This is an optimization exercise on Yosys and OpenROAD, whose aim is small area, a short achievable clock period and few clock cycles, not a production implementation.
Only simulation tests tie the RTL to the original design; equivalence was not proved.
No activity file was given, so power comes from the tool's default toggle rates.

Setup of v5:
==> flow/design.v (excerpt) <==
module ex_stage_md #(
  parameter int DATA_W = 32,
  parameter int REG_AW = 5,
  parameter int OP_W   = 5
) (
  input  logic              clk,
  input  logic              reset,
  input  logic              in_valid,
  input  logic [OP_W-1:0]   in_op,
  input  logic [DATA_W-1:0] in_rs_data,
  input  logic [DATA_W-1:0] in_rt_data,
  input  logic [DATA_W-1:0] in_imm,
  input  logic [4:0]        in_shamt,
  input  logic              in_use_imm,
  input  logic              in_use_shamt,
  input  logic [REG_AW-1:0] in_rs,
  input  logic [REG_AW-1:0] in_rt,
  input  logic [REG_AW-1:0] in_rd,
  input  logic              in_dst_rd,
  input  logic              in_wr,
  input  logic              flush,
  input  logic [DATA_W-1:0] fwd_mem_data,
  input  logic [DATA_W-1:0] fwd_wb_data,
  input  logic [1:0]        fwd_sel_a,
  input  logic [1:0]        fwd_sel_b,
  output logic              ex_stall,
  output logic              out_valid,
  output logic [DATA_W-1:0] out_result,
  output logic [DATA_W-1:0] out_store_data,
  output logic [REG_AW-1:0] out_dst,
  output logic [REG_AW-1:0] out_rs,
  output logic [REG_AW-1:0] out_rt
);
  function automatic logic [31:0] rev32(input logic [31:0] x);
    logic [31:0] r;
    for (int i = 0; i < 32; i++) r[i] = x[31-i];
    rev32 = r;
  ...
Size: about 3900 cells after synthesis, about 240 flip-flops.
clock: 9.0 ns
lec_check: 0
cap_margin: 20
core_margin: 2
core_utilization: 40
cts_cluster_size: 30
setup_slack_margin: 3.0
slew_margin: 20
synth_hierarchical: 1
standard.sh (not shown) runs the stock make flow with config.mk's settings and CLKGATE_MAP_FILE= SYNTH_SCRIPT=/design/flow/synth_recipe.tcl, a recipe that flattens the netlist after the stock synthesis.
==> flow/flow/run.sh <==
#!/bin/bash
# The standard layout (the standard.sh, unchanged synthesis), with
# sky130_fd_sc_hd__buf_2 as the buffer that placement puts on every
# input and output port instead of the cell buffer_ports picks itself.
set -euo pipefail
export BUFFER_PORTS_ARGS="-buffer_cell sky130_fd_sc_hd__buf_2"
bash standard.sh > standard.log 2>&1
v5 went all the way through the flow, and no timing, DRC or antenna check failed.
Testbench counts of v5, summed over its fixed seeds: cycles 13,221.
What v27 does differently from v5 at the input level:
Settings: removing CTS_CLUSTER_SIZE (formerly 30); changing CORE_UTILIZATION from 40 to 75.
==> results.txt <==
- Status: v27 FAILED at global routing (tool error)
- v27 vs v5: estimated wirelength of the detail-placed design down
- Site row count in v27 is 29 below v5.
- In v27 the overall die width turned out 27% lower than in v5.
- When v27 is measured against v5, its number of gates given a new drive strength after cts turns out 17% lower.
- Y dimension of the die ends up higher on v5.
- TritonCTS buffer count is higher on v5
- v5 and v27 ended up with nearly the same number of buffers between clock root and the deepest sink.
- Looking at total placed instance area, v27 sits about 2.6% below v5.
- Going from v5 to v27, the starting density of the core was found to have gone up by 36 points.
- Between v5 and v27, the total setup buffers inserted after CTS is higher for v5.
Input changes introduced in v15 (baseline for comparison: v27):
Settings: CAP_MARGIN changed from 20 to 30; CORE_UTILIZATION changed from 75 to 50; SLEW_MARGIN changed from 20 to 30.
### Flow results
Having completed the whole flow, v15 delivered a layout that passed the timing, DRC and antenna checks.
From v27 to v15 the numbers moved as follows: standard cell area after detailed placement now larger; number of standard-cell rows in the floorplan increased about 24%; routability congestion estimate from global placement down 15%; total CTS buffers grew by 2.
Input-level comparison between v7 and v15:
Settings: SLEW_MARGIN: 30 -> 20; CORE_UTILIZATION: 50 -> 40; CAP_MARGIN: 30 -> 20.
==> flow/run.sh (new file) <==
#!/bin/bash
# synth_recipe.tcl (not shown) runs the flow's synth.tcl, then flattens the netlist and writes it again
# the make line also repeats each setting of config.mk as NAME=value (left out here)
make -C /OpenROAD-flow-scripts/flow DESIGN_CONFIG=/design/flow/config.mk WORK_HOME=/design/flow/orfs CLKGATE_MAP_FILE= SYNTH_SCRIPT=/design/flow/synth_recipe.tcl finish
removed: flow/flow/run.sh
removed: flow/standard.sh
--- outcome ---
The flow did not stop early for v15: all stages ran, and the layout cleared the timing, DRC and antenna checks.
Every stage of the flow completed for v7, and the final layout passed the timing, DRC and antenna checks.
v7 vs v15 — total non-filler cell area in the finished layout climbed by a little under 10%
Delta (v7 minus v15): power +2.2%, power in the clock group saw an increase, die area shows an increase of about 25%.
Vertical extent of the die (v7 vs. v15) increases by more than 10%
In v7, floorplan row count is higher than in v15.
v7 vs. v15: area added between synthesis and finish climbed 8.8 points; total routing usage reported by global routing lower.

==> separate check: timing with driven ports <==
No port has a modelled driver above. Below, the same layouts with a new extraction and two added sets of constraints.
Step 1 assumes that a clkbuf_16 drives the clock port and a buf_2 every other input.
Step 2 adds t to the input delays and takes it off the output delays; t is the mean of the earliest and latest rising clock arrival at the registers after step 1. Input paths then give back, and output paths get back, about the clock's delay inside the block.
Slacks: no drivers / after step 1 / after step 2; pairs: no drivers / after step 1.
| run | t, ns | setup slack, ns | worst register clock-pin slew, ns | worst data-port slew with drivers (ns) | pins driven straight from the clock port |
|---|---|---|---|---|---|
| v5 | 0.678 | 2.884 / 2.811 / 2.861 | 0.08 / 0.08 | 0.07 | 1 |
| v15 | 0.670 | 2.832 / 2.767 / 2.815 | 0.07 / 0.07 | 0.08 | 1 |
| v7 | 0.700 | 2.776 / 2.707 / 2.833 | 0.07 / 0.07 | 0.06 | 1 |
After both steps setup and hold are still met in every run listed. For v5, which loses most, drivers alone change the setup slack by -0.073 ns; drivers and shift together by -0.023 ns.
